What follows belongs to an exercise in optimizing a design on an open flow for small area, a short achievable clock period and few clock cycles; a production flow would make more cautious choices. Only simulation tests tie the RTL to the original design; equivalence was not proved. No activity file was given, so power comes from the tool's default toggle rates.

==> flow/design.v (outline; a module is shown in full before it is edited, if it fits) <==
// module rnn_cell_engine: 949 lines
module rnn_cell_engine #(
    parameter int HID  = 64,
    parameter int XW   = 32,
    parameter int DW   = 20,
    parameter int FRAC = 16,
    parameter int ACC  = 44,
    parameter int AW   = 17
) (
    input  logic          clk,
    input  logic          reset,
    input  logic          ready,
    input  logic          act_mode,
    input  logic [XW-1:0] idata,
    input  logic [DW-1:0] mdata_r,
    output logic          busy,
    output logic          done,
    output logic          i_en,
    output logic          mce,
    output logic [2:0]    msel,
    output logic [AW-1:0] maddr,
    output logic [DW-1:0] mdata_w
);
  // ...
==> flow/run.sh <==
#!/bin/bash
# synth_recipe.tcl (not shown) runs the flow's synth.tcl, then flattens the netlist and writes it again
# the make line also repeats each setting of config.mk as NAME=value (left out here)
make -C /OpenROAD-flow-scripts/flow DESIGN_CONFIG=/design/flow/config.mk WORK_HOME=/design/flow/orfs CLKGATE_MAP_FILE= SYNTH_SCRIPT=/design/flow/synth_recipe.tcl finish
==> flow/config.mk <==
export PLATFORM = sky130hd
export DESIGN_NAME = rnn_cell_engine
export DESIGN_NICKNAME = rnn_cell_engine
export VERILOG_FILES = /design/flow/design.v
export SDC_FILE = /design/flow/constraint.sdc
export NUM_CORES = 4
export LEC_CHECK = 0
export CAP_MARGIN = 20
export CORE_MARGIN = 2
export CORE_UTILIZATION = 40
export SLEW_MARGIN = 20
==> flow/constraint.sdc <==
create_clock -name core_clock -period 14.0 [get_ports {clk}]
set_input_delay 2.8000 -clock core_clock [delete_from_list [all_inputs] [get_ports {clk}]]
set_output_delay 2.8000 -clock core_clock [all_outputs]
set_load 0.01 [all_outputs]
==> impl_metrics.py, run 1 <==
metrics = {
    "outcome": {
        "outcome": "complete, no violations",
    },
    "logic_synthesis": {
        "synth-compound-area-share_pct": 3.86,
        "yosysTopAreaCell": "dfxtp_1",
        "synth_common_cells": "2506 x dfxtp_1, 452 x nand2_1, 318 x inv_1",
        "yosys.cell_count.top_type": "dfxtp_1",
        "yosysTopAreaCellShare_pct": 69.3,
        "netlist-cell-type-count": 76,
        "synth_mux_area_share_pct": 0.898,
        "syn_area_sq_um": 72400,
    },
    "placed_design": {
        "gp_congestion": 0.855,
        "dp_hpwl_microns": 80100,
    },
    "timing": {
        "worstMarginPinSlew_ns": 1.11,
        "rsz0062_at_grt": "false",
        "timing.final.crit_period_ns": 4.81,
    },
    "finish": {
        "buf_share_pct": 1.56,
        "final-clk-cell-share_pct": 9.43,
        "nNonClkBuffers": 142,
    },
    "critical_path": {
        "r2r_slack_ns": 9.92,
        "cp_cell_sequence": "clkdlybuf4s50_1",
        "cp_num_buf_inv": 1,
        "cpLargestDelayFamily": "buffers and inverters",
        "slowest_stage": "clkdlybuf4s50_1",
        "start_kind": "register",
    },
    "power": {
        "vdd_ir_drop_max_mv": 0.123,
    },
    "die": {
        "dieArea_sq_um": 184000,
        "die_w_microns": 429,
        "ios": 100,
        "tapCellCount": 2370,
    },
    "global_routing": {
        "busiest_layer": "met2",
    },
    "worst_hold_path": {
        "hold_path.startpoint": "ring_b[446]",
    },
    "routing": {
        "routed-wl-met3_microns": 6320,
        "first_pass_iters": 5,
    },
}
Testbench counts, summed over its fixed seeds: cycles 1,003,424.
==> run 2, diff against run 1 <==
--- a/flow/design.v
+++ b/flow/design.v
@@ -51,30 +51,33 @@
     logic [5:0]  icur_q, icur_d, iprev_q, iprev_d;
     logic        bpend_q, bpend_d, wpend_q, wpend_d;
     logic [31:0] xrem_q, xrem_d;
     logic [5:0]  pop_q, pop_d;
     logic [6:0]  z_q, z_d;
     logic        nz_q;
     logic        strobe;
     logic [1:0]  tk_kind_d, tk1_kind_q, tk2_kind_q;
-    logic        tk_first_d, tk1_first_q, tk2_first_q, first3_q, first4_q;
+    logic        tk_first_d, tk1_first_q, tk2_first_q, first3_q;
+    logic        tk_close_d, tk1_close_q, tk2_close_q, close3_q, close4_q;
+    logic        rp_q;
+    logic [5:0]  iw_q;
     logic [19:0] d_q;
     logic [8:0]  bneg_q, bone_q, btwo_q;
     logic [42:0] acc_s_q, acc_c_q;
     logic [26:0] r_q;
-    logic [17:0] res_q;
+    logic [17:0] res_q, wdat_q;
     logic [63:0][17:0] ring_a, ring_b;
     assign busy    = busy_q;
     assign done    = done_q;
     assign i_en    = ien_q;
     assign mce     = mce_q;
     assign msel    = msel_q;
     assign maddr   = maddr_q;
-    assign mdata_w = {{2{res_q[17]}}, res_q};
+    assign mdata_w = {{2{wdat_q[17]}}, wdat_q};
     logic [31:0] xpre, xbelow, xone;
     logic [4:0]  xidx;
     logic        xnz;
     always_comb begin
         logic [31:0] p;
         p = xrem_q;
         for (int s = 1; s < 32; s = s * 2) p = p | (p << s);
         xpre   = p;                        
@@ -97,18 +100,20 @@
         if (!hp_q) begin
             len_w = (no_w < 7'd6) ? 7'd6 : no_w;   
         end else begin
             if (no_w > z_q)      e_w = no_w - z_q;
             else if (z_q <= 7'd5) e_w = 7'd1;
             else                 e_w = 7'd0;
             len_w = 7'd64 + e_w;
         end
-        if (!len_w[0]) len_w = len_w + 7'd1;
+        if (!hp_q && !len_w[0]) len_w = len_w + 7'd1;
     end
+    logic [5:0] step;
+    assign step = t0_q ? len_q[5:0] : 6'd63;
     always_comb begin
         st_d      = st_q;
         busy_d    = busy_q;
         done_d    = 1'b0;
         ien_d     = 1'b0;
         mce_d     = 1'b0;
         msel_d    = SEL_CFG;
         maddr_d   = '0;
@@ -129,16 +134,17 @@
         bpend_d   = bpend_q;
         wpend_d   = wpend_q;
         xrem_d    = xrem_q;
         pop_d     = pop_q;
         z_d       = z_q;
         strobe    = 1'b0;
         tk_kind_d = TK_NONE;
         tk_first_d = 1'b0;
+        tk_close_d = 1'b0;
         case (st_q)
             ST_IDLE: begin
                 if (ready) begin
                     st_d   = ST_CFG;
                     busy_d = 1'b1;
                     mode_d = act_mode;
                 end else begin
                     busy_d = 1'b0;
@@ -165,17 +171,18 @@
                     hp_d   = 1'b0;
                     more_d = 1'b1;
                 end
             end
             ST_BND: begin
                 b_d = b_q + 3'd1;
                 case (b_q)
                     3'd0: begin
-                        tk_first_d = 1'b1;            
+                        tk_first_d = 1'b1;
+                        tk_close_d = hp_q;            
                         ien_d      = more_q;
                     end
                     3'd2: if (more_q) xrem_d = idata;
                     3'd3, 3'd4, 3'd5: begin
                         pop_d  = ((b_q == 3'd3) ? 6'd0 : pop_q) + {2'd0, popcount11(xrem_q[10:0])};
                         xrem_d = {11'd0, xrem_q[31:11]};
                     end
                     3'd6: begin
@@ -190,94 +197,106 @@
                                 par_d   = ~par_q;
                                 taddr_d = taddr_q + 11'd1;
                                 tleft_d = tleft_q - 20'd1;
                                 t0_d    = 1'b0;
                             end
                         end
                     end
                     3'd7: begin
-                        icur_d  = ph_q + len_q[5:0] + 6'd6;
+                        icur_d  = ph_q + step + 6'd6;
                         n_d     = '0;
                         o_d     = '0;
                         bpend_d = 1'b1;
-                        wpend_d = 1'b0;
                         z_d     = '0;
                         st_d    = ST_WIN;
                     end
                     default: ;
                 endcase
-                if (b_q == 3'd5 && hp_q) begin
-                    strobe  = 1'b1;
+                if (b_q >= 3'd5 && wpend_q) begin
                     mce_d   = 1'b1;
                     msel_d  = SEL_HOUT;
-                    maddr_d = {taddr_q, iprev_q};
+                    maddr_d = {taddr_q, iw_q};
+                    wpend_d = 1'b0;
                 end
                 if (b_q == 3'd7) xrem_d = idata;
             end
             ST_WIN: begin
                 tk_first_d = (o_q == 7'd0);
+                tk_close_d = (o_q == 7'd0) && (n_q != 6'd0);
                 if (!t0_q && !o_q[6] && nz_q) begin
                     mce_d     = 1'b1;
                     msel_d    = SEL_WH;
                     maddr_d   = {5'd0, icur_q, ph_q};
                     tk_kind_d = TK_WH;
-                end else if (wpend_q && (o_q >= 7'd5)) begin
+                end else if (wpend_q) begin
                     mce_d   = 1'b1;
                     msel_d  = SEL_HOUT;
-                    maddr_d = {taddr_q, iprev_q};
+                    maddr_d = {taddr_q, iw_q};
                     wpend_d = 1'b0;
                 end else if (bpend_q) begin
                     mce_d     = 1'b1;
                     msel_d    = SEL_BIAS;
                     maddr_d   = {11'd0, icur_q};
                     bpend_d   = 1'b0;
                     tk_kind_d = TK_ONE;
                 end else if (xnz) begin
                     mce_d     = 1'b1;
                     msel_d    = SEL_WX;
                     maddr_d   = {6'd0, icur_q, xidx};
                     xrem_d    = xrem_q & xbelow;
                     tk_kind_d = TK_ONE;
                 end
-                if (o_q == 7'd5 && n_q != 6'd0) strobe = 1'b1;
                 if (o_q == lm1_q) begin
                     o_d     = '0;
                     n_d     = n_q + 6'd1;
-                    icur_d  = icur_q + len_q[5:0];
+                    icur_d  = icur_q + step;
                     iprev_d = icur_q;
                     bpend_d = 1'b1;
-                    wpend_d = 1'b1;
                     xrem_d  = idata;
                     if (n_q == 6'd63) begin
                         st_d   = ST_BND;
                         b_d    = '0;
                         hp_d   = 1'b1;
                         more_d = (tleft_q != 20'd1);
                     end
                 end else begin
                     o_d = o_q + 7'd1;
                 end
             end
             default: begin
                 st_d   = ST_IDLE;
                 busy_d = 1'b0;
             end
         endcase
+        strobe = rp_q && (ph_q == iw_q);
         if (strobe) z_d = z_q + 7'((res_q == '0) ? 1 : 0);
+        if (close4_q) wpend_d = 1'b1;
     end
     always_ff @(posedge clk) begin
         if (reset) begin
             st_q   <= ST_IDLE;
             busy_q <= 1'b0;
             done_q <= 1'b0;
             ien_q  <= 1'b0;
             mce_q  <= 1'b0;
             ph_q   <= '0;
+            wpend_q <= 1'b0;
+            rp_q    <= 1'b0;
+            tk1_close_q <= 1'b0;
+            tk2_close_q <= 1'b0;
+            close3_q    <= 1'b0;
+            close4_q    <= 1'b0;
         end else begin
+            wpend_q <= wpend_d;
+            rp_q    <= close4_q | (rp_q & ~strobe);
+            tk1_close_q <= tk_close_d;
+            tk2_close_q <= tk1_close_q;
+            close3_q    <= tk2_close_q;
+            close4_q    <= close3_q;
             st_q   <= st_d;
             busy_q <= busy_d;
             done_q <= done_d;
             ien_q  <= ien_d;
             mce_q  <= mce_d;
             ph_q   <= ph_q + 6'd1;
         end
     end
@@ -294,17 +313,16 @@
         b_q     <= b_d;
         o_q     <= o_d;
         n_q     <= n_d;
         len_q   <= len_d;
         lm1_q   <= lm1_d;
         icur_q  <= icur_d;
         iprev_q <= iprev_d;
         bpend_q <= bpend_d;
-        wpend_q <= wpend_d;
         xrem_q  <= xrem_d;
         pop_q   <= pop_d;
         z_q     <= z_d;
     end
     always_ff @(posedge clk) begin
         ring_a <= {(strobe && par_q)  ? res_q : ring_a[0], ring_a[63:1]};
         ring_b <= {(strobe && !par_q) ? res_q : ring_b[0], ring_b[63:1]};
         nz_q   <= par_q ? (|ring_b[1]) : (|ring_a[1]);
@@ -320,17 +338,16 @@
         endcase
     end
     always_ff @(posedge clk) begin
         tk1_kind_q  <= tk_kind_d;
         tk1_first_q <= tk_first_d;
         tk2_kind_q  <= tk1_kind_q;
         tk2_first_q <= tk1_first_q;
         first3_q    <= tk2_first_q;
-        first4_q    <= first3_q;
         d_q         <= mdata_r;
         for (int j = 0; j < 9; j++) begin
             logic b2, b1, b0;
             b2 = hsrc[2*j+1];
             b1 = hsrc[2*j];
             b0 = (j == 0) ? 1'b0 : hsrc[2*j-1];
             bneg_q[j] <= b2;
             bone_q[j] <= b1 ^ b0;
@@ -939,11 +956,15 @@
         gt1  = !r_q[26] && ((|r_q[25:17]) || (r_q[16] && (|r_q[15:0])));
         ltm1 = r_q[26] && !(&r_q[25:16]);
         if (mode_q)   sat = r_q[26] ? 18'd0 : (gt1 ? 18'h10000 : r_q[17:0]);
         else if (gt1) sat = 18'h10000;
         else if (ltm1) sat = 18'h30000;
         else          sat = r_q[17:0];
     end
     always_ff @(posedge clk) begin
-        if (first4_q) res_q <= sat;
+        wdat_q <= res_q;
+        if (close4_q) begin
+            res_q <= sat;
+            iw_q  <= iprev_q;
+        end
     end
 endmodule
==> flow/flow/run.sh (new file) <==
#!/bin/bash
set -euo pipefail
bash standard.sh SETUP_SLACK_MARGIN=10 "BUFFER_PORTS_ARGS=-buffer_cell sky130_fd_sc_hd__buf_4" CORE_UTILIZATION=60 PLACE_DENSITY=0.70 finish > make_finish.log 2>&1
==> flow/standard.sh (new file) <==
#!/bin/bash
# synth_recipe.tcl (not shown) runs the flow's synth.tcl, then flattens the netlist and writes it again
# the make line also repeats each setting of config.mk as NAME=value (left out here)
make -C /OpenROAD-flow-scripts/flow DESIGN_CONFIG=/design/flow/config.mk WORK_HOME=/design/flow/orfs CLKGATE_MAP_FILE= SYNTH_SCRIPT=/design/flow/synth_recipe.tcl "${@:-finish}"
removed: flow/run.sh
==> run 2 against run 1 <==
Critical path type unchanged. Highest routed layer unchanged. Synthesized cell count up 2.8%. Clock power up 2%. Maximum frequency up 16%. Non-clock buffer count down 11. First-iteration DRC count up 19%. Die area down 32%. Sequential share of layout area up 0.55 points. Largest power group unchanged. Critical endpoint unchanged. Synthesized area up 2.1%. Flip-flop and latch count up 32. Register-to-register slack better by 0.19 ns.
==> impl_metrics.py, run 2 <==
metrics = {
    "outcome": {
        "outcome": "complete, no violations",
    },
    "logic_synthesis": {
        "synthTopCellsByArea": "dfxtp_1 68%, edfxtp_1 6.0%, fa_1 5.7%",
        "synthArstFlopShare_pct": 0,
        "yosys_warnings": 1,
        "synth-compound-area-share_pct": 4.15,
        "synthesis.instances": 5392,
        "yosysTopAreaCell": "dfxtp_1",
        "yosysSeqAreaShare_pct": 74.5,
        "synth_top_family_by_area": "adder cells",
        "ys_ff_latch": 2676,
        "syn_area_sq_um": 73900,
        "yosysTopAreaCellShare_pct": 68.5,
        "ys.flop_type": "dfxtp_1",
        "netlist-cell-type-count": 85,
        "synth_xor_area_share_pct": 3.59,
        "synth_fa_ha_area_share_pct": 7.91,
        "synthSimpleGateAreaFrac_pct": 6.43,
        "syn-num-nets": 5789,
        "synth_area_per_cell_sq_um": 13.7,
        "synth_mux_area_share_pct": 0.879,
        "synth_common_cells": "2529 x dfxtp_1, 480 x nand2_1, 317 x inv_1",
        "synth-edff-count": 147,
        "yosys.cell_count.top_type": "dfxtp_1",
    },
    "die": {
        "dieArea_sq_um": 126000,
        "die_w_microns": 355,
        "rows": 128,
        "die_y_microns": 355,
        "core-area_sq_um": 122000,
        "ios": 100,
        "initial_core_util_pct": 60.6,
    },
    "critical_path": {
        "start_kind": "register",
        "r2r_slack_ns": 10.11,
        "worst_setup_path_end_kind": "output pin",
        "worst_r2r_endpoint": "lm1_q[5]",
        "crit_path_start": "wdat_q[1]",
        "cpPeakStageDelay_ns": 0.40,
        "r2r-start": "pop_q[1]",
        "critical_path_required_ns": 11.20,
        "crit_end": "mdata_w[1]",
        "cp_cell_sequence": "buf_6",
        "critPathArrivalTime_ns": 1.35,
        "cp_max_fo": 1,
        "cpLargestDelayFamily": "flip-flops",
        "crit_type": "reg2out",
        "cp_num_buf_inv": 1,
        "critical_path_depth": 1,
        "r2r_cells": 18,
        "slowest_stage": "dfxtp_4",
    },
    "timing": {
        "timing.final.crit_period_ns": 4.15,
        "timing.setup.tns_ns": 0,
        "holdWs_ns": 0.279,
        "worstMarginPinSlew_ns": 1.11,
        "rsz0062_at_grt": "true",
        "slew_headroom_pct": 25.7,
        "setup_viol": 0,
        "finalCritPeriodShare_pct": 29.7,
        "maxSlewViolCount": 0,
        "clock-skew-final_ns": 0.0730,
        "finalHoldViolations": 0,
        "timing.fmax_mhz": 241,
    },
    "placed_design": {
        "gp_congestion": 0.856,
        "io_buffers": 99,
        "dp_hpwl_microns": 78900,
    },
    "finish": {
        "antenna_cells": 0,
        "syn2layout_area_growth_pct": 14.4,
        "nets": 5968,
        "mostFrequentLayoutCells": "2460 x dfxtp_1, 480 x nand2_1, 315 x inv_1",
        "drive_gt1_share_pct": 11.4,
        "layout_commonest_cell": "dfxtp_1",
        "reg_top3": "ring_a: 1152 flops, ring_b: 1152 flops",
    },
    "routing": {
        "dr_total_vias": 36200,
        "drt_wl_total_microns": 133000,
        "wl_per_cell_microns": 18.0,
        "first_pass_iters": 7,
        "ant_nets": 0,
        "viasPerCell": 4.89,
        "drt_iter0_markers": 2624,
        "drc": 0,
    },
    "power": {
        "comb_power_share_pct": 5.8,
        "vdd_ir_drop_max_mv": 0.171,
        "p_sw_uw": 3380,
        "pwr-share-seq_pct": 51.7,
        "intPower_uw": 11800,
        "power.leakage_uw": 0.0345,
        "power_density_nw_per_um2": 180,
        "swShare_pct": 22.2,
        "pwr-share-clk_pct": 42.5,
    },
    "flow_run": {
        "maxCapViolCount": 0,
    },
    "clock_tree": {
        "ctsRootBufferMaster": "clkbuf_16",
        "path_clk_slew_ns": 0.07,
        "cts.path.max_buffers": 3,
        "cts_tree": "built",
        "clock_latency_ns": 0.84,
        "numCtsBuffers": 227,
        "ctsHoldBuffers": 0,
        "cts_num_sinks": 2676,
        "htree_num_levels": 4,
    },
    "global_routing": {
        "grt_max_degree": 86,
        "antenna_found_initial": 1,
        "grt_pass1_vias": 37600,
        "grt_overflow": 0,
        "grt_first_pass_wirelength_microns": 211000,
        "grt_usage_pct": 21.5,
    },
    "worst_hold_path": {
        "hold_path_class": "reg2reg",
    },
}
[run 2: kinds of logic after synthesis]
| family | count (synthesis) |
|---|---|
| flip-flops | 2676 |
| AND/OR/NAND/NOR | 1002 |
| AO/OA/AOI/OAI | 509 |
| buffers and inverters | 501 |
| adder cells (fa/ha/maj) | 341 |
| XOR/XNOR | 303 |
| multiplexers | 60 |
[run 2: worst min-delay path by stage]
stage	startpoint	to	slack [ns]	cells past startpoint
final	ring_b[165]	ring_b[147]	0.28	0
after global routing	ring_b[165]	ring_b[147]	0.28	0
after CTS	ring_a[983]	ring_a[965]	0.28	0
after detailed placement	ring_a[1099]	ring_a[1081]	0.31	0
after global placement	ring_b[1020]	ring_b[1002]	0.31	0
after floorplan	tk2_first_q	first3_q	0.31	0
[run 2: power groups by stage]
stage / registers (uW) / clock network [uW] / logic [uW]
after floorplan: 8000 / 0 / 678
after global placement: 8050 / 0 / 859
after detailed placement: 8050 / 0 / 876
after CTS: 7870 / 6610 / 885
after global routing: 7880 / 6900 / 1020
final: 7880 / 6460 / 882
[run 2: metal layers]
metal  vias up  wire (microns)  track usage [%]  part of all wire (%)
li1      17700               -                -                     -
met3       228            6650             4.13                   5.0
met5         -               0                0                     0
met1     17400           62500             30.3                    47
met2       830           61400             34.1                    46
met4         0            2780             6.14                   2.1
[run 2: cell type report]
type	count	area, sq um
fill	8182	37500
inverter	320	1200
clock buffer	341	6800
sequential	2676	55200
clock inverter	84	1140
timing repair buffer	131	1190
tap	1625	2030
multi-input combinational	2215	17100
[run 2: what timing repair did]
action | CTS | global route
gates cloned | 0 | 0
setup buffers | 0 | 5
endpoints found under the setup margin | 70 | 76
pin swaps | 1 | 2
gates resized for setup | 116 | 29
[run 2: metrics by stage]
step / cell area, sq um / cells / total power, uW / setup slack [ns] / util (%)
floorplan: 73900 / 5392 / 8680 / 10.27 / -
global placement: 76200 / 6960 / 8910 / 9.83 / 62.4
detailed placement: 76200 / 6961 / 8930 / 9.75 / 62.5
CTS: 84400 / 7386 / 15400 / 9.79 / 69.2
global route: 84600 / 7392 / 15800 / 9.77 / 69.3
finish: 84600 / 7392 / 15200 / 9.85 / 69.3
Testbench counts of run 2, summed over its fixed seeds: cycles 993,632.
==> run 3, diff against run 2 <==
==> flow/flow/run.sh (replaced) <==
#!/bin/bash
set -euo pipefail
bash standard.sh SETUP_SLACK_MARGIN=10 "BUFFER_PORTS_ARGS=-buffer_cell sky130_fd_sc_hd__buf_4" "CTS_ARGS=-sink_clustering_enable -repair_clock_nets -dont_use_dummy_load -sink_clustering_size 30 -sink_clustering_max_diameter 50" finish > make_finish.log 2>&1
==> run 3 against run 2 <==
Maximum frequency up 1.2%. First-iteration DRC count is 17% lower. Via count is 3.8% lower. Final cell count rose by 7.9%. Flip-flop and latch count unchanged. Non-clock buffer count rose by 7. Sequential power barely moved.
==> impl_metrics.py, run 3 <==
metrics = {
    "logic_synthesis": {
        "synth_common_cells": "2529 x dfxtp_1, 480 x nand2_1, 317 x inv_1",
        "syn-num-nets": 5789,
        "ys.flop_type": "dfxtp_1",
        "yosysTopAreaCellShare_pct": 68.5,
        "syn_area_sq_um": 73900,
        "synth_area_per_cell_sq_um": 13.7,
        "synthTopCellsByArea": "dfxtp_1 68%, edfxtp_1 6.0%, fa_1 5.7%",
        "yosys_warnings": 1,
        "yosysSeqAreaShare_pct": 74.5,
        "synthArstFlopShare_pct": 0,
        "yosys.cell_count.top_type": "dfxtp_1",
        "synth-edff-count": 147,
        "yosysTopAreaCell": "dfxtp_1",
        "synthesis.instances": 5392,
        "ys_ff_latch": 2676,
        "netlist-cell-type-count": 85,
    },
    "clock_tree": {
        "path_clk_slew_ns": 0.09,
        "cts.path.max_buffers": 3,
        "ctsHoldBuffers": 0,
        "ctsRootBufferMaster": "clkbuf_16",
        "cts_tree": "built",
        "htree_num_levels": 4,
        "clock_latency_ns": 0.80,
        "cts_num_sinks": 2676,
        "numCtsBuffers": 157,
    },
    "power": {
        "p_sw_uw": 2800,
        "total_power_uw": 12900,
        "intPower_uw": 10100,
        "comb_power_share_pct": 6.8,
        "pwr-share-clk_pct": 32.3,
        "pwr-share-seq_pct": 60.8,
        "swShare_pct": 21.6,
        "power.leakage_uw": 0.0326,
        "power_density_nw_per_um2": 158,
        "vdd_ir_drop_max_mv": 0.127,
    },
    "timing": {
        "slew_headroom_pct": 27.2,
        "finalCritPeriodShare_pct": 29.3,
        "clock-skew-final_ns": 0.0851,
        "worstMarginPinSlew_ns": 1.09,
        "rsz0062_at_grt": "true",
        "holdWs_ns": 0.264,
        "timing.setup.tns_ns": 0,
        "finalHoldViolations": 0,
        "setup_viol": 0,
        "timing.final.crit_period_ns": 4.10,
        "fin_ws_ns": 9.90,
        "timing.fmax_mhz": 244,
        "maxSlewViolCount": 0,
    },
    "finish": {
        "drive_gt1_share_pct": 8.19,
        "layout_commonest_cell": "dfxtp_1",
        "reg_top3": "ring_a: 1152 flops, ring_b: 1152 flops",
        "postLayoutCellArea_sq_um": 81700,
        "mostFrequentLayoutCells": "2459 x dfxtp_1, 480 x nand2_1, 317 x inv_1",
        "nets": 5905,
        "syn2layout_area_growth_pct": 10.5,
    },
    "global_routing": {
        "busiest_layer": "met2",
        "grt_usage_pct": 13.3,
        "met3_usage_pct": 2.61,
        "grt_pass1_vias": 34500,
        "antenna_found_initial": 3,
        "grt_overflow": 0,
        "grt_first_pass_wirelength_microns": 195000,
        "grt_max_degree": 86,
        "use_met2_pct": 19.7,
        "globalRouteMet1Util_pct": 19.4,
    },
    "flow_run": {
        "maxCapViolCount": 0,
    },
    "critical_path": {
        "cpLargestDelayFamily": "flip-flops",
        "worst_setup_path_end_kind": "output pin",
        "critical_path_required_ns": 11.20,
        "crit_type": "reg2out",
        "cp_max_fo": 1,
        "start_kind": "register",
        "cp_num_buf_inv": 1,
        "cpPeakStageDelay_ns": 0.41,
        "slowest_stage": "dfxtp_4",
        "cp_cell_sequence": "buf_6",
        "critPathArrivalTime_ns": 1.30,
    },
    "placed_design": {
        "dpl_cell_area_sq_um": 77300,
        "io_buffers": 99,
        "dp_hpwl_microns": 80800,
        "place_ws_ns": 9.78,
        "gp_congestion": 0.857,
    },
    "routing": {
        "viasPerCell": 4.36,
        "wl_per_cell_microns": 15.5,
        "dr_total_vias": 34800,
        "drt_wl_total_microns": 124000,
        "first_pass_iters": 6,
        "ant_nets": 0,
        "drt_iter0_markers": 2171,
        "drc": 0,
    },
    "die": {
        "dieArea_sq_um": 188000,
        "die_y_microns": 434,
        "core-area_sq_um": 183000,
        "ios": 100,
        "die_w_microns": 434,
        "initial_core_util_pct": 40.3,
        "rows": 157,
    },
    "worst_hold_path": {
        "hold_path_class": "reg2reg",
    },
    "outcome": {
        "outcome": "complete, no violations",
    },
}
run 3: cell counts after synthesis:
Identical to the previous run, type by type.
run 3: layer usage:
metal | wire [microns] | vias up
li1 | - | 17300
met3 | 5490 | 214
met2 | 52700 | 639
met4 | 3240 | 0
met5 | 0 | -
met1 | 62400 | 16600
run 3: worst paths after layout:
check | from | endpoint | slack, ns | depth (start not counted)
worst max-delay path | wdat_q[1] | mdata_w[1] | 9.90 | 1
worst min-delay path | ring_a[477] | ring_a[459] | 0.26 | 0
worst max register to register | pop_q[1] | lm1_q[5] | 10.16 | 19
worst min register to register | ring_a[477] | ring_a[459] | 0.26 | 0
run 3: metrics by stage:
stage | utilization [%] | cells
2_1_floorplan | - | 5392
3_3_place_gp | 42.2 | 7804
3_5_place_dp | 42.2 | 7804
4_1_cts | 44.5 | 7961
5_1_grt | 44.6 | 7971
6_report | 44.6 | 7975
run 3: power by group through the flow:
| stage | clock [uW] | combinational (uW) | sequential [uW] |
|---|---|---|---|
| after global placement | 0 | 861 | 8050 |
| after CTS | 4340 | 889 | 7870 |
| final | 4190 | 886 | 7870 |
| after global routing | 4600 | 1020 | 7890 |
| after floorplan | 0 | 678 | 8000 |
| after detailed placement | 0 | 884 | 8050 |
run 3: worst register-to-register path, stage by stage, from the launching register on:
cell      delay [ns]
edfxtp_1        0.43
ha_1            0.27
nand3_1         0.11
xor2_1          0.16
inv_1           0.10
ha_1            0.37
nor3_2          0.06
nor2_1          0.18
nand3_2         0.20
mux2i_4         0.26
nor2_2          0.17
nor2_1          0.08
ha_1            0.22
nand3_1         0.07
o21ai_0         0.08
nand2_1         0.11
a31oi_4         0.13
nor4b_4         0.30
nand3_1         0.14
xnor2_1         0.16
run 3: logic make-up (layout without fill, tap and decap cells):
| logic type | Yosys count | in the layout | synth area share [%] |
|---|---|---|---|
| compound gates | 509 | 509 | 4.15 |
| flops | 2676 | 2676 | 74.5 |
| other cells | 0 | 5 | 0 |
| simple gates | 1002 | 1002 | 6.43 |
| buf+inv | 501 | 615 | 2.57 |
| xor+xnor | 303 | 303 | 3.59 |
| fa+ha+maj | 341 | 341 | 7.91 |
| mux | 60 | 60 | 0.879 |
run 3: timing repair:
action,CTS,global route
pin swaps,1,1
endpoints found under the setup margin,67,77
resized for setup,112,30
hold endpoints to repair,0,0
buffers inserted,0,8
run 3: final cells by class:
type	count	area, sq um
antenna	5	12.5
clock buffer	157	3930
fill	16300	102000
inverter	320	1200
multi-input combinational	2215	17100
sequential	2676	55200
tap	2464	3080
timing repair buffer	138	1200
==> run 4, diff against run 3 <==
==> flow/flow/run.sh (replaced) <==
#!/bin/bash
set -euo pipefail
bash standard.sh SETUP_SLACK_MARGIN=10 "BUFFER_PORTS_ARGS=-buffer_cell sky130_fd_sc_hd__buf_4" "CTS_ARGS=-sink_clustering_enable -repair_clock_nets -dont_use_dummy_load" finish > make_finish.log 2>&1
==> run 4 against run 3 <==
Die area unchanged. Critical path depth unchanged. Largest cell class unchanged. Maximum frequency about the same.
==> impl_metrics.py, run 4 <==
metrics = {
    "outcome": {
        "outcome": "complete, no violations",
    },
    "logic_synthesis": {
        "synth_common_cells": "2529 x dfxtp_1, 480 x nand2_1, 317 x inv_1",
        "synth_fa_ha_area_share_pct": 7.91,
        "synth_mux_area_share_pct": 0.879,
        "synthesis.instances": 5392,
        "synth_top_family_by_area": "adder cells",
        "yosysSeqAreaShare_pct": 74.5,
        "synth_area_per_cell_sq_um": 13.7,
        "synthArstFlopShare_pct": 0,
        "synthSimpleGateAreaFrac_pct": 6.43,
        "synth-compound-area-share_pct": 4.15,
        "synthTopCellsByArea": "dfxtp_1 68%, edfxtp_1 6.0%, fa_1 5.7%",
        "ys.flop_type": "dfxtp_1",
        "netlist-cell-type-count": 85,
        "syn_area_sq_um": 73900,
        "syn-num-nets": 5789,
        "ys_ff_latch": 2676,
        "synth_xor_area_share_pct": 3.59,
        "synth-edff-count": 147,
        "yosys.cell_count.top_type": "dfxtp_1",
        "yosysTopAreaCell": "dfxtp_1",
        "yosysTopAreaCellShare_pct": 68.5,
        "yosys_warnings": 1,
    },
    "clock_tree": {
        "cts.path.max_buffers": 3,
        "ctsRootBufferMaster": "clkbuf_16",
        "htree_num_levels": 4,
        "clock_latency_ns": 0.83,
        "cts_tree": "built",
        "path_clk_slew_ns": 0.06,
        "numCtsBuffers": 239,
        "ctsHoldBuffers": 0,
        "cts_num_sinks": 2676,
    },
    "timing": {
        "rsz0062_at_grt": "true",
        "finalCritPeriodShare_pct": 29.3,
        "maxSlewViolCount": 0,
        "clock-skew-final_ns": 0.0764,
        "timing.fmax_mhz": 244,
        "finalHoldViolations": 0,
        "worstMarginPinSlew_ns": 1.09,
        "timing.final.crit_period_ns": 4.11,
        "timing.setup.tns_ns": 0,
        "slew_headroom_pct": 26.9,
        "setup_viol": 0,
    },
    "critical_path": {
        "start_kind": "register",
        "slowest_stage": "dfxtp_4",
        "r2r_slack_ns": 10.19,
        "worst_r2r_endpoint": "lm1_q[5]",
        "cp_num_buf_inv": 1,
        "crit_type": "reg2out",
        "r2r_cells": 16,
        "worst_setup_path_end_kind": "output pin",
        "critical_path_required_ns": 11.20,
        "cpLargestDelayFamily": "flip-flops",
        "cp_cell_sequence": "buf_6",
        "critical_path_depth": 1,
        "critPathArrivalTime_ns": 1.31,
        "crit_end": "mdata_w[9]",
        "cp_max_fo": 1,
        "crit_path_start": "wdat_q[9]",
        "r2r-start": "pop_q[1]",
        "cpPeakStageDelay_ns": 0.38,
    },
    "die": {
        "initial_core_util_pct": 40.3,
        "dieArea_sq_um": 188000,
        "ios": 100,
        "die_y_microns": 434,
        "rows": 157,
        "die_w_microns": 434,
        "core-area_sq_um": 183000,
    },
    "finish": {
        "layout_commonest_cell": "dfxtp_1",
        "nets": 5989,
        "fin_util_pct": 45.7,
        "mostFrequentLayoutCells": "2460 x dfxtp_1, 480 x nand2_1, 316 x inv_1",
        "fin_cells": 8057,
        "syn2layout_area_growth_pct": 13.3,
        "reg_top3": "ring_a: 1152 flops, ring_b: 1152 flops",
        "fill_cells": 16100,
        "drive_gt1_share_pct": 9.61,
    },
    "power": {
        "vdd_ir_drop_max_mv": 0.131,
        "power_density_nw_per_um2": 169,
        "total_power_uw": 14100,
        "power.leakage_uw": 0.0336,
    },
    "routing": {
        "wl_per_cell_microns": 15.6,
        "viasPerCell": 4.39,
        "ant_nets": 0,
        "dr_total_vias": 35400,
        "drt_wl_total_microns": 126000,
        "drt_iter0_markers": 1983,
        "drc": 0,
        "first_pass_iters": 6,
    },
    "placed_design": {
        "gp_congestion": 0.857,
        "dp.cells": 7804,
        "io_buffers": 99,
        "dp_hpwl_microns": 80800,
    },
    "global_routing": {
        "grt_usage_pct": 13.5,
        "grt_overflow": 0,
        "grt_pass1_vias": 35500,
        "grt_first_pass_wirelength_microns": 200000,
        "grt_max_degree": 86,
        "antenna_found_initial": 2,
    },
    "flow_run": {
        "maxCapViolCount": 0,
    },
    "worst_hold_path": {
        "hold_path_class": "reg2reg",
    },
}
[run 4: cell count changes in the layout (fill, tap and decap cells not counted)]
cell,change
fa_1,-1
diode_2,-2
buf_4,+2
ha_1,-1
inv_2,+1
clkbuf_16,+82
ha_4,+1
dfxtp_4,-1
fa_2,+1
inv_1,-1
dfxtp_1,+1
[run 4: repair_timing]
action	in CTS	in global routing
pin swaps	1	2
buffers inserted	0	10
endpoints found under the setup margin	67	79
resized for setup	108	35
[run 4: cell families (layout without fill, tap and decap cells)]
kind of cell,Yosys count,count (layout)
compound gates,509,509
other cells,0,3
fa+ha+maj,341,341
xor+xnor,303,303
buf+inv,501,699
simple gates,1002,1002
mux,60,60
flops,2676,2676
[run 4: report_power, final]
part	switching, uW	total (uW)	leakage, uW	internal, uW
Combinational	510	886	0.00901	376
Clock	2400	5370	0.00295	2960
Sequential	84.6	7880	0.0217	7800
[run 4: how the worst min path moves through the flow]
stage	startpoint	end	slack (ns)	depth (start not counted)
after floorplan	tk2_first_q	first3_q	0.31	0
after global placement	ring_b[623]	ring_b[605]	0.31	0
after detailed placement	ring_a[1151]	ring_a[1133]	0.31	0
after CTS	ring_a[839]	ring_a[821]	0.24	0
after global routing	ring_a[839]	ring_a[821]	0.25	0
final	ring_a[839]	ring_a[821]	0.25	0
[run 4: routing by layer]
| layer | routed length, microns | track usage (%) | vias up |
|---|---|---|---|
| met1 | 62600 | 19.6 | 16900 |
| met3 | 5900 | 2.82 | 229 |
| li1 | - | - | 17500 |
| met4 | 3460 | 4.66 | 0 |
| met2 | 53900 | 20.1 | 724 |
| met5 | 0 | 0 | - |
[run 4: cell type report]
cell class | instances | area [sq um] | share of cell area (%)
Multi-Input combinational cell | 2215 | 17100 | 20.4
Tap cell | 2464 | 3080 | 3.68
Timing Repair Buffer | 140 | 1220 | 1.45
Inverter | 320 | 1200 | 1.43
Antenna cell | 3 | 7.51 | 0.00896
Clock buffer | 239 | 5980 | 7.14
Sequential cell | 2676 | 55200 | 65.9
[run 4: per-stage QoR]
stage,hold WS (ns),setup slack (ns),area [sq um]
2_1_floorplan,0.310,10.27,73900
3_3_place_gp,0.310,9.69,77300
3_5_place_dp,0.312,9.78,77300
4_1_cts,0.242,9.79,83600
5_1_grt,0.248,9.81,83700
6_report,0.248,9.89,83700
==> run 5, diff against run 4 <==
==> flow/run.sh (new file) <==
#!/bin/bash
# synth_recipe.tcl (not shown) runs the flow's synth.tcl, then flattens the netlist and writes it again
# the make line also repeats each setting of config.mk as NAME=value (left out here)
make -C /OpenROAD-flow-scripts/flow DESIGN_CONFIG=/design/flow/config.mk WORK_HOME=/design/flow/orfs CLKGATE_MAP_FILE= SYNTH_SCRIPT=/design/flow/synth_recipe.tcl finish
removed: flow/flow/run.sh
removed: flow/standard.sh
==> run 5 against run 4 <==
Largest power group unchanged. Wire length rose by 1.4%. Final cell count increased by 2.6%. Power up 9.6%. Register-to-register slack worse by 0.48 ns. Die area did not move. Maximum frequency down 12%. Clock power increased by 25%. Count of clock-buffer cells in the layout rose by 96. Sequential power about the same. Worst hold slack better by 0.041 ns. Synthesized cell count unchanged. Clock skew decreased by 0.016 ns.
==> impl_metrics.py, run 5 <==
metrics = {
    "outcome": {
        "outcome": "complete, no violations",
    },
    "global_routing": {
        "grt_overflow": 0,
        "grt_first_pass_wirelength_microns": 203000,
        "antenna_found_initial": 1,
        "grt_max_degree": 86,
        "grt_usage_pct": 13.7,
        "grt_pass1_vias": 36000,
    },
    "routing": {
        "drc": 0,
        "dr_total_vias": 35800,
        "wl_per_cell_microns": 15.4,
        "ant_nets": 0,
        "viasPerCell": 4.33,
        "drt_wl_total_microns": 128000,
        "drt_iter0_markers": 2018,
        "first_pass_iters": 5,
    },
    "die": {
        "dieArea_sq_um": 188000,
        "die_y_microns": 434,
        "initial_core_util_pct": 40.3,
        "die_w_microns": 434,
        "rows": 157,
        "ios": 100,
        "core-area_sq_um": 183000,
    },
    "worst_hold_path": {
        "holdPathEnd": "ring_b[782]",
        "hold_path_class": "reg2reg",
        "hold_depth": 0,
        "hold_path.startpoint": "ring_b[800]",
    },
    "timing": {
        "timing.setup.tns_ns": 0,
        "fin_ws_ns": 9.34,
        "maxSlewViolCount": 0,
        "timing.fmax_mhz": 215,
        "slew_headroom_pct": 22.9,
        "finalHoldViolations": 0,
        "finalCritPeriodShare_pct": 33.3,
        "rsz0062_at_grt": "false",
        "timing.final.crit_period_ns": 4.66,
        "worstMarginPinSlew_ns": 1.16,
        "setup_viol": 0,
        "clock-skew-final_ns": 0.0606,
    },
    "logic_synthesis": {
        "ys_ff_latch": 2676,
        "synth_area_per_cell_sq_um": 13.7,
        "synth_common_cells": "2529 x dfxtp_1, 480 x nand2_1, 317 x inv_1",
        "yosys.cell_count.top_type": "dfxtp_1",
        "synthesis.instances": 5392,
        "yosysTopAreaCell": "dfxtp_1",
        "synthArstFlopShare_pct": 0,
        "netlist-cell-type-count": 85,
        "yosys_warnings": 1,
        "synth-edff-count": 147,
        "yosysSeqAreaShare_pct": 74.5,
        "yosysTopAreaCellShare_pct": 68.5,
        "syn_area_sq_um": 73900,
        "ys.flop_type": "dfxtp_1",
        "synthTopCellsByArea": "dfxtp_1 68%, edfxtp_1 6.0%, fa_1 5.7%",
        "syn-num-nets": 5789,
    },
    "power": {
        "total_power_uw": 15500,
        "power_density_nw_per_um2": 180,
        "vdd_ir_drop_max_mv": 0.132,
        "power.leakage_uw": 0.0346,
    },
    "clock_tree": {
        "clock_latency_ns": 0.85,
        "path_clk_slew_ns": 0.07,
        "post_cts_resized": 0,
        "cts_tree": "built",
        "cts.path.max_buffers": 3,
        "cts_num_sinks": 2676,
        "cts_setup_buffers": 0,
        "ctsRootBufferMaster": "clkbuf_16",
        "htree_num_levels": 4,
        "ctsHoldBuffers": 0,
        "numCtsBuffers": 239,
    },
    "finish": {
        "nets": 5985,
        "fill_cells": 15900,
        "fin_util_pct": 47.0,
        "postLayoutCellArea_sq_um": 86100,
        "layout_commonest_cell": "dfxtp_1",
        "reg_top3": "ring_a: 1152 flops, ring_b: 1152 flops",
        "drive_gt1_share_pct": 9.17,
        "mostFrequentLayoutCells": "2526 x dfxtp_1, 480 x nand2_1, 317 x inv_1",
        "syn2layout_area_growth_pct": 16.5,
    },
    "critical_path": {
        "critPathArrivalTime_ns": 1.86,
        "critical_path_required_ns": 11.20,
        "start_kind": "register",
        "r2r-start": "pop_q[1]",
        "cpPeakStageDelay_ns": 0.59,
        "slowest_stage": "clkdlybuf4s50_1",
        "r2r_cells": 18,
        "worst_r2r_endpoint": "lm1_q[5]",
        "cpLargestDelayFamily": "buffers and inverters",
        "crit_type": "reg2out",
        "cp_cell_sequence": "clkdlybuf4s50_1",
        "cp_num_buf_inv": 1,
        "cp_max_fo": 3,
        "worst_setup_path_end_kind": "output pin",
        "r2r_slack_ns": 9.71,
    },
    "placed_design": {
        "dpl_cell_area_sq_um": 77600,
        "io_buffers": 99,
        "place_ws_ns": 9.76,
        "dp_hpwl_microns": 81400,
        "gp_congestion": 0.854,
    },
    "flow_run": {
        "maxCapViolCount": 0,
    },
}
[run 5: cell type report]
class,count,area (sq um),area share [%]
Clock inverter,117,1490,1.73
Timing Repair Buffer,136,1270,1.47
Sequential cell,2676,55000,63.9
Multi-Input combinational cell,2215,17000,19.7
Antenna cell,2,5.00,0.00581
Inverter,320,1200,1.39
Clock buffer,335,7020,8.15
Tap cell,2464,3080,3.58
[run 5: metal layers]
| layer | share of wire (%) | track usage (%) | routed length (microns) |
|---|---|---|---|
| met4 | 3.0 | 5.12 | 3800 |
| met1 | 50 | 19.8 | 63300 |
| met5 | 0 | 0 | 0 |
| met3 | 4.7 | 2.79 | 5960 |
| met2 | 43 | 20.3 | 54500 |
[run 5: kinds of logic (layout without fill, tap and decap cells)]
| kind of cell | after synthesis | after routing | share of synthesized area (%) |
|---|---|---|---|
| fa+ha+maj | 341 | 341 | 7.91 |
| xor+xnor | 303 | 303 | 3.59 |
| mux | 60 | 60 | 0.879 |
| other cells | 0 | 2 | 0 |
| compound gates | 509 | 509 | 4.15 |
| buf+inv | 501 | 908 | 2.57 |
| simple gates | 1002 | 1002 | 6.43 |
| flops | 2676 | 2676 | 74.5 |
[run 5: how the worst max path moves through the flow]
stage | from | end | cells after the start
2_1_floorplan | btwo_q[2] | acc_c_q[22] | 13
4_1_cts | wdat_q[17] | mdata_w[19] | 1
5_1_grt | wdat_q[17] | mdata_w[17] | 1
6_report | wdat_q[17] | mdata_w[19] | 1
3_5_place_dp | bone_q[0] | acc_c_q[19] | 11
3_3_place_gp | bone_q[4] | acc_c_q[18] | 10
[run 5: power breakdown]
group	internal (uW)	switching, uW	total, uW	leakage, uW
Combinational	378	505	884	0.00881
Clock	3900	2830	6730	0.00418
Sequential	7800	80.9	7880	0.0217
[run 5: metrics by stage]
step | std cells | hold slack, ns
CTS | 8263 | 0.277
global route | 8263 | 0.290
global placement | 7811 | 0.310
floorplan | 5392 | 0.310
finish | 8265 | 0.289
detailed placement | 7811 | 0.312
==> run 6, diff against run 5 <==
==> flow/flow/run.sh (new file) <==
#!/bin/bash
set -euo pipefail
bash standard.sh SETUP_SLACK_MARGIN=10 "BUFFER_PORTS_ARGS=-buffer_cell sky130_fd_sc_hd__buf_4" "CTS_ARGS=-sink_clustering_enable -repair_clock_nets -dont_use_dummy_load -sink_clustering_size 20 -sink_clustering_max_diameter 40 -sink_clustering_buffer sky130_fd_sc_hd__clkbuf_8" finish > make_finish.log 2>&1
==> flow/standard.sh (new file) <==
#!/bin/bash
# synth_recipe.tcl (not shown) runs the flow's synth.tcl, then flattens the netlist and writes it again
# the make line also repeats each setting of config.mk as NAME=value (left out here)
make -C /OpenROAD-flow-scripts/flow DESIGN_CONFIG=/design/flow/config.mk WORK_HOME=/design/flow/orfs CLKGATE_MAP_FILE= SYNTH_SCRIPT=/design/flow/synth_recipe.tcl "${@:-finish}"
removed: flow/run.sh
==> run 6 against run 5 <==
Clock power down 34%. Register-to-register slack better by 0.46 ns. Synthesized cell count unchanged. Sequential power about the same. Synthesized area unchanged. Via count down 0.85%. Clock skew up 0.041 ns. Die area unchanged. Global-route usage down 0.24 points. Core utilization down 2.1 points. Cell area down 4.6%. Final cell count down 2.0%. Critical path type unchanged. Largest cell class unchanged.
==> impl_metrics.py, run 6 <==
metrics = {
    "outcome": {
        "outcome": "complete, no violations",
    },
    "routing": {
        "drt_wl_total_microns": 126000,
        "viasPerCell": 4.39,
        "ant_nets": 0,
        "drc": 0,
        "drt_iter0_markers": 2063,
        "wl_per_cell_microns": 15.5,
        "dr_total_vias": 35500,
        "first_pass_iters": 5,
    },
    "critical_path": {
        "start_kind": "register",
        "critical_path_required_ns": 11.20,
        "cp_max_fo": 1,
        "cp_num_buf_inv": 1,
        "slowest_stage": "dfxtp_4",
        "r2r_slack_ns": 10.17,
        "crit_type": "reg2out",
        "crit_path_start": "wdat_q[8]",
        "cpLargestDelayFamily": "flip-flops",
        "r2r_cells": 9,
        "crit_end": "mdata_w[8]",
        "worst_setup_path_end_kind": "output pin",
        "cp_cell_sequence": "buf_6",
        "worst_r2r_endpoint": "acc_c_q[24]",
        "critPathArrivalTime_ns": 1.38,
        "cpPeakStageDelay_ns": 0.40,
        "critical_path_depth": 1,
        "r2r-start": "d_q[11]",
    },
    "finish": {
        "nets": 6029,
        "syn2layout_area_growth_pct": 11.2,
        "regArea_sq_um": 55200,
        "multi_input_area_sq_um": 17100,
        "drive_gt1_share_pct": 10.2,
        "mostFrequentLayoutCells": "2459 x dfxtp_1, 480 x nand2_1, 317 x inv_1",
        "fin_cells": 8097,
        "fill_cells": 16300,
        "reg_top3": "ring_a: 1152 flops, ring_b: 1152 flops",
        "layout_commonest_cell": "dfxtp_1",
    },
    "placed_design": {
        "dp.cells": 7804,
        "gp_congestion": 0.857,
        "io_buffers": 99,
        "dp_hpwl_microns": 80800,
        "place_ws_ns": 9.78,
    },
    "timing": {
        "finalHoldViolations": 0,
        "worstMarginPinSlew_ns": 1.11,
        "timing.final.crit_period_ns": 4.18,
        "timing.setup.tns_ns": 0,
        "setup_viol": 0,
        "maxSlewViolCount": 0,
        "finalCritPeriodShare_pct": 29.8,
        "slew_headroom_pct": 25.8,
        "rsz0062_at_grt": "true",
        "clock-skew-final_ns": 0.102,
        "holdWs_ns": 0.258,
        "fin_ws_ns": 9.82,
        "timing.fmax_mhz": 239,
    },
    "power": {
        "power.leakage_uw": 0.0330,
        "power_density_nw_per_um2": 160,
        "vdd_ir_drop_max_mv": 0.125,
        "total_power_uw": 13200,
    },
    "logic_synthesis": {
        "netlist-cell-type-count": 85,
        "yosys.cell_count.top_type": "dfxtp_1",
        "yosysSeqAreaShare_pct": 74.5,
        "yosysTopAreaCellShare_pct": 68.5,
        "synthTopCellsByArea": "dfxtp_1 68%, edfxtp_1 6.0%, fa_1 5.7%",
        "synth-edff-count": 147,
        "synthArstFlopShare_pct": 0,
        "synth_area_per_cell_sq_um": 13.7,
        "syn-num-nets": 5789,
        "ys_ff_latch": 2676,
        "ys.flop_type": "dfxtp_1",
        "yosys_warnings": 1,
        "synthesis.instances": 5392,
        "yosysTopAreaCell": "dfxtp_1",
        "synth_common_cells": "2529 x dfxtp_1, 480 x nand2_1, 317 x inv_1",
        "syn_area_sq_um": 73900,
    },
    "clock_tree": {
        "clock_latency_ns": 0.86,
        "htree_num_levels": 5,
        "numCtsBuffers": 284,
        "cts_num_sinks": 2676,
        "ctsRootBufferMaster": "clkbuf_16",
        "cts_tree": "built",
        "ctsHoldBuffers": 0,
        "path_clk_slew_ns": 0.10,
        "cts.path.max_buffers": 4,
    },
    "global_routing": {
        "antenna_found_initial": 3,
        "grt_pass1_vias": 35600,
        "grt_usage_pct": 13.5,
        "grt_first_pass_wirelength_microns": 199000,
        "grt_overflow": 0,
        "grt_max_degree": 86,
    },
    "flow_run": {
        "maxCapViolCount": 0,
    },
    "die": {
        "die_y_microns": 434,
        "dieArea_sq_um": 188000,
        "initial_core_util_pct": 40.3,
        "ios": 100,
        "die_w_microns": 434,
        "rows": 157,
        "core-area_sq_um": 183000,
    },
    "worst_hold_path": {
        "hold_path_class": "reg2reg",
    },
}
[run 6: cell counts after synthesis]
Identical to the previous run, type by type.
[run 6: layout make-up]
class | count | share of cell area [%]
repair buffers | 135 | 1.43
diodes | 3 | 0.00913
well taps | 2464 | 3.75
inverters | 320 | 1.46
flip-flops and latches | 2676 | 67.1
clock buffers | 284 | 5.43
multi-input cells | 2215 | 20.8
[run 6: power breakdown]
part           switching (uW)  internal [uW]
Sequential               86.0           7790
Clock                    2290           2110
Combinational             509            376
[run 6: worst register-to-register path, cell delays in order, from the launching register on]
cell	delay, ns
dfxtp_2	0.70
nand2_1	0.11
o21ai_0	0.24
xnor2_1	0.14
fa_1	0.48
fa_1	0.52
fa_1	0.42
fa_1	0.53
inv_1	0.05
fa_1	0.43
[run 6: worst min-delay path by stage]
stage                       from      endpoint  slack, ns  depth (start not counted)
floorplan            tk2_first_q      first3_q       0.31                          0
global placement     ring_b[623]   ring_b[605]       0.31                          0
detailed placement  ring_a[1151]  ring_a[1133]       0.31                          0
CTS                  ring_b[629]   ring_b[611]       0.25                          0
global route         ring_b[629]   ring_b[611]       0.25                          0
finish               ring_b[629]   ring_b[611]       0.26                          0
[run 6: through the flow]
| stage | cell area [sq um] | utilization (%) |
|---|---|---|
| 2_1_floorplan | 73900 | - |
| 3_3_place_gp | 77300 | 42.2 |
| 3_5_place_dp | 77300 | 42.2 |
| 4_1_cts | 82000 | 44.8 |
| 5_1_grt | 82200 | 44.8 |
| 6_report | 82200 | 44.8 |
[run 6: kinds of logic (layout without fill, tap and decap cells)]
family | Yosys count | after routing | share of synthesized area (%)
xor gates and xnor gates | 303 | 303 | 3.59
muxes | 60 | 60 | 0.879
AOI/OAI and AO/OA | 509 | 509 | 4.15
DFF | 2676 | 2676 | 74.5
buffers and inverters | 501 | 739 | 2.57
adders and majority gates | 341 | 341 | 7.91
and+or+nand+nor | 1002 | 1002 | 6.43
other | 0 | 3 | 0
[run 6: what timing repair did]
item                                    4_1_cts  5_1_grt
gates resized for setup                     118       27
cloned                                        0        0
pin swaps                                     1        1
setup buffers                                 0        6
endpoints found under the setup margin       69       73
[run 6: routing by layer]
| metal | global-route usage [%] | vias to the layer above | share of wire (%) | wire length (microns) |
|---|---|---|---|---|
| li1 | - | 17600 | - | - |
| met1 | 19.4 | 16900 | 50 | 62300 |
| met4 | 5.09 | 0 | 3.0 | 3760 |
| met3 | 2.97 | 294 | 4.9 | 6190 |
| met2 | 19.8 | 762 | 42 | 53400 |
| met5 | 0 | - | 0 | 0 |
==> run 7, diff against run 6 <==
==> flow/flow/run.sh (replaced) <==
#!/bin/bash
set -euo pipefail
bash standard.sh SETUP_SLACK_MARGIN=10 "BUFFER_PORTS_ARGS=-buffer_cell sky130_fd_sc_hd__buf_4" "CTS_ARGS=-sink_clustering_enable -repair_clock_nets -dont_use_dummy_load -sink_clustering_size 36 -sink_clustering_max_diameter 45" finish > make_finish.log 2>&1
==> run 7 against run 6 <==
First-iteration DRC count up 0.97%. Global-route usage fell by 0.11 points. Largest power group unchanged. Register-to-register slack hardly changed. Critical path type unchanged. Combinational power hardly changed. Core utilization up 0.28 points. Final cell count down 0.98%. Via count down 1.4%. Worst hold slack got worse by 0.014 ns. Still clean on timing, DRC and antenna. Maximum frequency grew 1.2%. Power up 2.7%.
==> impl_metrics.py, run 7 <==
metrics = {
    "critical_path": {
        "critical_path_required_ns": 11.20,
        "worst_setup_path_end_kind": "output pin",
        "cp_max_fo": 1,
        "worst_r2r_endpoint": "lm1_q[3]",
        "slowest_stage": "dfxtp_4",
        "start_kind": "register",
        "crit_type": "reg2out",
        "r2r-start": "pop_q[2]",
        "r2r_cells": 20,
        "r2r_slack_ns": 10.16,
        "cp_num_buf_inv": 1,
        "cp_cell_sequence": "buf_6",
        "critPathArrivalTime_ns": 1.33,
        "crit_path_start": "wdat_q[9]",
        "cpLargestDelayFamily": "flip-flops",
        "cpPeakStageDelay_ns": 0.39,
    },
    "clock_tree": {
        "clock_latency_ns": 0.83,
        "ctsHoldBuffers": 0,
        "ctsRootBufferMaster": "clkbuf_16",
        "cts_tree": "built",
        "cts_num_sinks": 2676,
        "cts.path.max_buffers": 3,
        "htree_num_levels": 4,
        "path_clk_slew_ns": 0.09,
        "numCtsBuffers": 197,
    },
    "timing": {
        "setup_viol": 0,
        "worstMarginPinSlew_ns": 1.09,
        "slew_headroom_pct": 26.9,
        "timing.fmax_mhz": 242,
        "clock-skew-final_ns": 0.0807,
        "maxSlewViolCount": 0,
        "finalHoldViolations": 0,
        "timing.final.crit_period_ns": 4.13,
        "rsz0062_at_grt": "true",
        "timing.setup.tns_ns": 0,
        "finalCritPeriodShare_pct": 29.5,
    },
    "worst_hold_path": {
        "hold_path.startpoint": "ring_a[184]",
        "hold_depth": 0,
        "hold_path_class": "reg2reg",
        "holdPathEnd": "ring_a[166]",
    },
    "logic_synthesis": {
        "ys_ff_latch": 2676,
        "syn-num-nets": 5789,
        "yosysTopAreaCell": "dfxtp_1",
        "synthesis.instances": 5392,
        "yosysSeqAreaShare_pct": 74.5,
        "syn_area_sq_um": 73900,
        "yosysTopAreaCellShare_pct": 68.5,
        "yosys_warnings": 1,
        "synthTopCellsByArea": "dfxtp_1 68%, edfxtp_1 6.0%, fa_1 5.7%",
        "yosys.cell_count.top_type": "dfxtp_1",
        "ys.flop_type": "dfxtp_1",
        "synth-edff-count": 147,
        "synth_area_per_cell_sq_um": 13.7,
        "netlist-cell-type-count": 85,
        "synth_common_cells": "2529 x dfxtp_1, 480 x nand2_1, 317 x inv_1",
        "synthArstFlopShare_pct": 0,
    },
    "routing": {
        "wl_per_cell_microns": 15.6,
        "drt_iter0_markers": 2083,
        "drc": 0,
        "ant_nets": 0,
        "dr_total_vias": 35000,
        "viasPerCell": 4.37,
        "first_pass_iters": 5,
        "drt_wl_total_microns": 125000,
    },
    "power": {
        "power_density_nw_per_um2": 163,
        "vdd_ir_drop_max_mv": 0.128,
        "pwr-share-seq_pct": 58.3,
        "swShare_pct": 21.4,
        "intPower_uw": 10600,
        "p_sw_uw": 2900,
        "total_power_uw": 13500,
        "power.leakage_uw": 0.0331,
        "comb_power_share_pct": 6.5,
        "pwr-share-clk_pct": 35.2,
    },
    "finish": {
        "layout_commonest_cell": "dfxtp_1",
        "fill_cells": 16200,
        "syn2layout_area_growth_pct": 11.9,
        "mostFrequentLayoutCells": "2459 x dfxtp_1, 480 x nand2_1, 315 x inv_1",
        "nets": 5949,
        "drive_gt1_share_pct": 8.94,
        "reg_top3": "ring_a: 1152 flops, ring_b: 1152 flops",
    },
    "global_routing": {
        "met3_usage_pct": 2.77,
        "busiest_layer": "met2",
        "grt_overflow": 0,
        "grt_first_pass_wirelength_microns": 197000,
        "grt_usage_pct": 13.4,
        "globalRouteMet1Util_pct": 19.5,
        "antenna_found_initial": 3,
        "grt_pass1_vias": 35000,
        "use_met2_pct": 19.7,
        "grt_max_degree": 86,
    },
    "placed_design": {
        "gp_congestion": 0.857,
        "io_buffers": 99,
        "dp_hpwl_microns": 80800,
    },
    "die": {
        "rows": 157,
        "core-area_sq_um": 183000,
        "dieArea_sq_um": 188000,
        "initial_core_util_pct": 40.3,
        "die_w_microns": 434,
        "ios": 100,
        "die_y_microns": 434,
    },
    "flow_run": {
        "maxCapViolCount": 0,
    },
    "outcome": {
        "outcome": "complete, no violations",
    },
}
==> run 7: cell counts after synthesis <==
No cell type changed its count.
==> run 7: routing by layer <==
metal	up-vias	routed length, microns
li1	17400	-
met1	16700	62300
met2	674	52800
met3	251	6060
met4	0	3630
met5	-	0
==> run 7: worst max path at each step <==
stage                        endpoint  slack (ns)  cells after the start
after floorplan           acc_c_q[22]       10.27                     13
after global placement    acc_c_q[18]        9.69                     11
after detailed placement     lm1_q[5]        9.78                     18
after CTS                  mdata_w[9]        9.76                      1
after global routing       mdata_w[9]        9.78                      1
final                      mdata_w[9]        9.87                      1
==> run 7: what timing repair did <==
item                       4_1_cts  5_1_grt
pin swaps                        1        5
setup buffers                    0       12
setup endpoints to repair       68       76
gates resized for setup        119       25
==> run 7: cell type report <==
class | instances | area [sq um] | share of cell area (%)
Sequential cell | 2676 | 55200 | 66.7
Multi-Input combinational cell | 2215 | 17100 | 20.6
Clock buffer | 197 | 4930 | 5.96
Tap cell | 2464 | 3080 | 3.73
Timing Repair Buffer | 142 | 1230 | 1.49
Inverter | 320 | 1200 | 1.45
Antenna cell | 4 | 10.0 | 0.0121
==> run 7: power groups by stage <==
stage | registers [uW] | logic, uW | clock network [uW]
after floorplan | 8000 | 678 | 0
after global placement | 8050 | 861 | 0
after detailed placement | 8050 | 884 | 0
after CTS | 7880 | 888 | 4930
after global routing | 7890 | 1020 | 5200
final | 7880 | 885 | 4760
==> run 7: per-stage QoR <==
step	hold slack, ns	area (sq um)	utilization [%]	std cells	worst slack, ns
finish	0.244	82700	45.1	8018	9.87
global placement	0.310	77300	42.2	7804	9.69
floorplan	0.310	73900	-	5392	10.27
CTS	0.233	82500	45.0	8001	9.76
detailed placement	0.312	77300	42.2	7804	9.78
global route	0.244	82700	45.1	8014	9.78
==> run 7: logic make-up (layout without fill, tap and decap cells) <==
kind of cell | count (synthesis) | after routing | synth area share (%)
AOI/OAI and AO/OA | 509 | 509 | 4.15
xor gates and xnor gates | 303 | 303 | 3.59
adders and majority gates | 341 | 341 | 7.91
buffers and inverters | 501 | 659 | 2.57
DFF | 2676 | 2676 | 74.5
muxes | 60 | 60 | 0.879
other | 0 | 4 | 0
and+or+nand+nor | 1002 | 1002 | 6.43
==> run 8, diff against run 7 <==
==> flow/flow/run.sh (replaced) <==
#!/bin/bash
# The standard ORFS layout, with two changes to how it is optimised (the design, the
# clock period and the constraints are unchanged):
#  - repair_timing aims for a setup slack of SETUP_SLACK_MARGIN ns instead of 0, so it keeps
#    improving the critical paths below the 14 ns period;
#  - the port buffers are buf_4 cells instead of the delay buffer buffer_ports picks.
# make's full output goes to make_finish.log; ORFS keeps each step's log under orfs/logs/.
set -euo pipefail
bash standard.sh SETUP_SLACK_MARGIN=10 "BUFFER_PORTS_ARGS=-buffer_cell sky130_fd_sc_hd__buf_4" finish > make_finish.log 2>&1
==> run 8 against run 7 <==
Final cell count rose by 3.1%. Cell area rose by 4.1%. Worst hold slack improved by 0.043 ns. Non-clock buffer count fell by 3. Power rose by 14%. Die area did not move. First-iteration DRC count rose by 0.38%. Clock power rose by 39%. Combinational power barely moved. Core utilization rose by 1.8 points. Highest routed layer unchanged.
==> impl_metrics.py, run 8 <==
metrics = {
    "critical_path": {
        "slowest_stage": "dfxtp_4",
        "start_kind": "register",
        "cp_max_fo": 1,
        "cp_cell_sequence": "buf_6",
        "critical_path_required_ns": 11.20,
        "cp_num_buf_inv": 1,
        "worst_setup_path_end_kind": "output pin",
        "cpLargestDelayFamily": "flip-flops",
        "crit_type": "reg2out",
        "critPathArrivalTime_ns": 1.32,
        "cpPeakStageDelay_ns": 0.37,
        "crit_path_start": "wdat_q[7]",
        "r2r-start": "xrem_q[9]",
    },
    "logic_synthesis": {
        "synthTopCellsByArea": "dfxtp_1 68%, edfxtp_1 6.0%, fa_1 5.7%",
        "yosysSeqAreaShare_pct": 74.5,
        "synthesis.instances": 5392,
        "netlist-cell-type-count": 85,
        "ys.flop_type": "dfxtp_1",
        "yosysTopAreaCell": "dfxtp_1",
        "synth-edff-count": 147,
        "synth_area_per_cell_sq_um": 13.7,
        "syn-num-nets": 5789,
        "syn_area_sq_um": 73900,
        "yosys_warnings": 1,
        "yosysTopAreaCellShare_pct": 68.5,
        "yosys.cell_count.top_type": "dfxtp_1",
        "ys_ff_latch": 2676,
        "synthArstFlopShare_pct": 0,
        "synth_common_cells": "2529 x dfxtp_1, 480 x nand2_1, 317 x inv_1",
    },
    "routing": {
        "dr_total_vias": 35600,
        "drc": 0,
        "first_pass_iters": 7,
        "drt_iter0_markers": 2091,
        "drt_wl_total_microns": 127000,
        "viasPerCell": 4.31,
        "ant_nets": 0,
        "wl_per_cell_microns": 15.3,
    },
    "timing": {
        "setup_viol": 0,
        "timing.final.crit_period_ns": 4.12,
        "maxSlewViolCount": 0,
        "clock-skew-final_ns": 0.0532,
        "rsz0062_at_grt": "true",
        "finalCritPeriodShare_pct": 29.5,
        "timing.setup.tns_ns": 0,
        "finalHoldViolations": 0,
        "worstMarginPinSlew_ns": 1.10,
        "timing.fmax_mhz": 243,
        "slew_headroom_pct": 26.5,
    },
    "worst_hold_path": {
        "hold_path.startpoint": "ring_b[733]",
        "hold_path_class": "reg2reg",
    },
    "global_routing": {
        "grt_overflow": 0,
        "grt_pass1_vias": 35900,
        "grt_first_pass_wirelength_microns": 201000,
        "antenna_found_initial": 2,
        "grt_usage_pct": 13.6,
        "grt_max_degree": 86,
    },
    "clock_tree": {
        "ctsRootBufferMaster": "clkbuf_16",
        "ctsHoldBuffers": 0,
        "htree_num_levels": 4,
        "numCtsBuffers": 239,
        "clock_latency_ns": 0.84,
        "cts_num_sinks": 2676,
        "cts.path.max_buffers": 3,
        "cts_tree": "built",
        "path_clk_slew_ns": 0.06,
    },
    "finish": {
        "multi_input_area_sq_um": 17100,
        "syn2layout_area_growth_pct": 16.5,
        "fin_cells": 8266,
        "reg_top3": "ring_a: 1152 flops, ring_b: 1152 flops",
        "fill_cells": 15900,
        "mostFrequentLayoutCells": "2460 x dfxtp_1, 480 x nand2_1, 316 x inv_1",
        "regArea_sq_um": 55200,
        "layout_commonest_cell": "dfxtp_1",
        "drive_gt1_share_pct": 12.0,
        "nets": 5988,
    },
    "power": {
        "power_density_nw_per_um2": 179,
        "vdd_ir_drop_max_mv": 0.126,
        "power.leakage_uw": 0.0348,
    },
    "die": {
        "die_w_microns": 434,
        "core-area_sq_um": 183000,
        "initial_core_util_pct": 40.3,
        "die_y_microns": 434,
        "rows": 157,
        "dieArea_sq_um": 188000,
        "ios": 100,
    },
    "placed_design": {
        "io_buffers": 99,
        "dp_hpwl_microns": 80800,
        "gp_congestion": 0.857,
        "dp.cells": 7804,
    },
    "outcome": {
        "outcome": "complete, no violations",
    },
    "flow_run": {
        "maxCapViolCount": 0,
    },
}
==> run 8: layout make-up <==
class	count	area share, %
well taps	2464	3.58
repair buffers	139	1.40
diodes	5	0.0145
flip-flops and latches	2676	64.1
clock buffers	340	8.08
multi-input cells	2215	19.8
inverters	320	1.40
clock inverters	107	1.60
==> run 8: logic make-up after synthesis <==
logic type / after synthesis / share of synthesized area [%]
multiplexers: 60 / 0.879
XOR/XNOR: 303 / 3.59
AND/OR/NAND/NOR: 1002 / 6.43
AO/OA/AOI/OAI: 509 / 4.15
flip-flops: 2676 / 74.5
buffers and inverters: 501 / 2.57
adder cells (fa/ha/maj): 341 / 7.91
==> run 8: where the power goes <==
group / leakage, uW / total [uW] / internal [uW] / switching (uW)
Combinational: 0.00901 / 885 / 376 / 510
Sequential: 0.0217 / 7880 / 7790 / 85.8
Clock: 0.00408 / 6610 / 3840 / 2780
Total: 0.0348 / 15400 / 12000 / 3370
==> run 8: what timing repair did <==
| item | in CTS | in global routing |
|---|---|---|
| buffers inserted | 0 | 9 |
| gates resized for setup | 107 | 36 |
| setup endpoints to repair | 67 | 80 |
| pin swaps | 1 | 2 |
==> run 8: stage by stage <==
| stage | area, sq um | hold slack [ns] | worst slack, ns | utilization, % | total power [uW] |
|---|---|---|---|---|---|
| after detailed placement | 77300 | 0.312 | 9.78 | 42.2 | 8930 |
| after global placement | 77300 | 0.310 | 9.69 | 42.2 | 8910 |
| after global routing | 86100 | 0.293 | 9.79 | 47.0 | 16000 |
| final | 86100 | 0.287 | 9.88 | 47.0 | 15400 |
| after floorplan | 73900 | 0.310 | 10.27 | - | 8680 |
| after CTS | 85900 | 0.282 | 9.78 | 46.9 | 15600 |
==> run 8: final timing paths <==
| check | to | slack (ns) | cells after the start |
|---|---|---|---|
| hold reg to reg | ring_b[715] | 0.29 | 0 |
| setup / recovery | mdata_w[7] | 9.88 | 1 |
| setup reg to reg | pop_q[4] | 10.18 | 13 |
| hold / removal | ring_b[715] | 0.29 | 0 |
==> run 8: metal layers <==
| layer | GRT usage [%] | vias to the layer above | wire length (microns) |
|---|---|---|---|
| met5 | 0 | - | 0 |
| met4 | 4.86 | 0 | 3690 |
| met3 | 2.86 | 248 | 6110 |
| met2 | 20.1 | 738 | 54100 |
| met1 | 19.7 | 16900 | 62900 |
| li1 | - | 17700 | - |

afterwards: timing with drivers on the ports:
The flow's constraints put no driver on any port. The routed layouts listed below were extracted and timed again, unchanged, in two steps.
Step 1: set_driving_cell puts a clkbuf_16 on clk and a buf_2 on each other input, an assumption about the parent block.
Step 2 also shifts input and output timing later by t, the mid clock arrival at the registers, as if the neighbouring blocks saw the same clock.
a / b / c = ideal ports / drivers / drivers and shift; a / b = the first two.
run | shift t [ns] | setup WS [ns] | worst hold slack (ns) | slew at the worst register clock pin (ns) | pins driven straight from the clock port
run 1 | 0.875 | 9.194 / 9.120 / 9.905 | 0.267 / 0.267 / 0.267 | 0.07 / 0.07 | 1
run 2 | 0.879 | 9.848 / 9.775 / 10.083 | 0.279 / 0.279 / 0.279 | 0.08 / 0.08 | 1
run 3 | 0.833 | 9.897 / 9.817 / 10.162 | 0.264 / 0.264 / 0.264 | 0.10 / 0.10 | 1
run 4 | 0.860 | 9.894 / 9.814 / 10.186 | 0.248 / 0.248 / 0.248 | 0.07 / 0.07 | 1
run 5 | 0.905 | 9.338 / 9.258 / 9.709 | 0.289 / 0.289 / 0.289 | 0.07 / 0.07 | 1
run 6 | 0.896 | 9.824 / 9.745 / 10.174 | 0.258 / 0.258 / 0.258 | 0.11 / 0.11 | 1
run 7 | 0.853 | 9.873 / 9.793 / 10.157 | 0.244 / 0.244 / 0.244 | 0.10 / 0.10 | 1
run 8 | 0.893 | 9.877 / 9.797 / 10.176 | 0.287 / 0.287 / 0.287 | 0.07 / 0.07 | 1
After both steps every run listed still meets setup and hold.
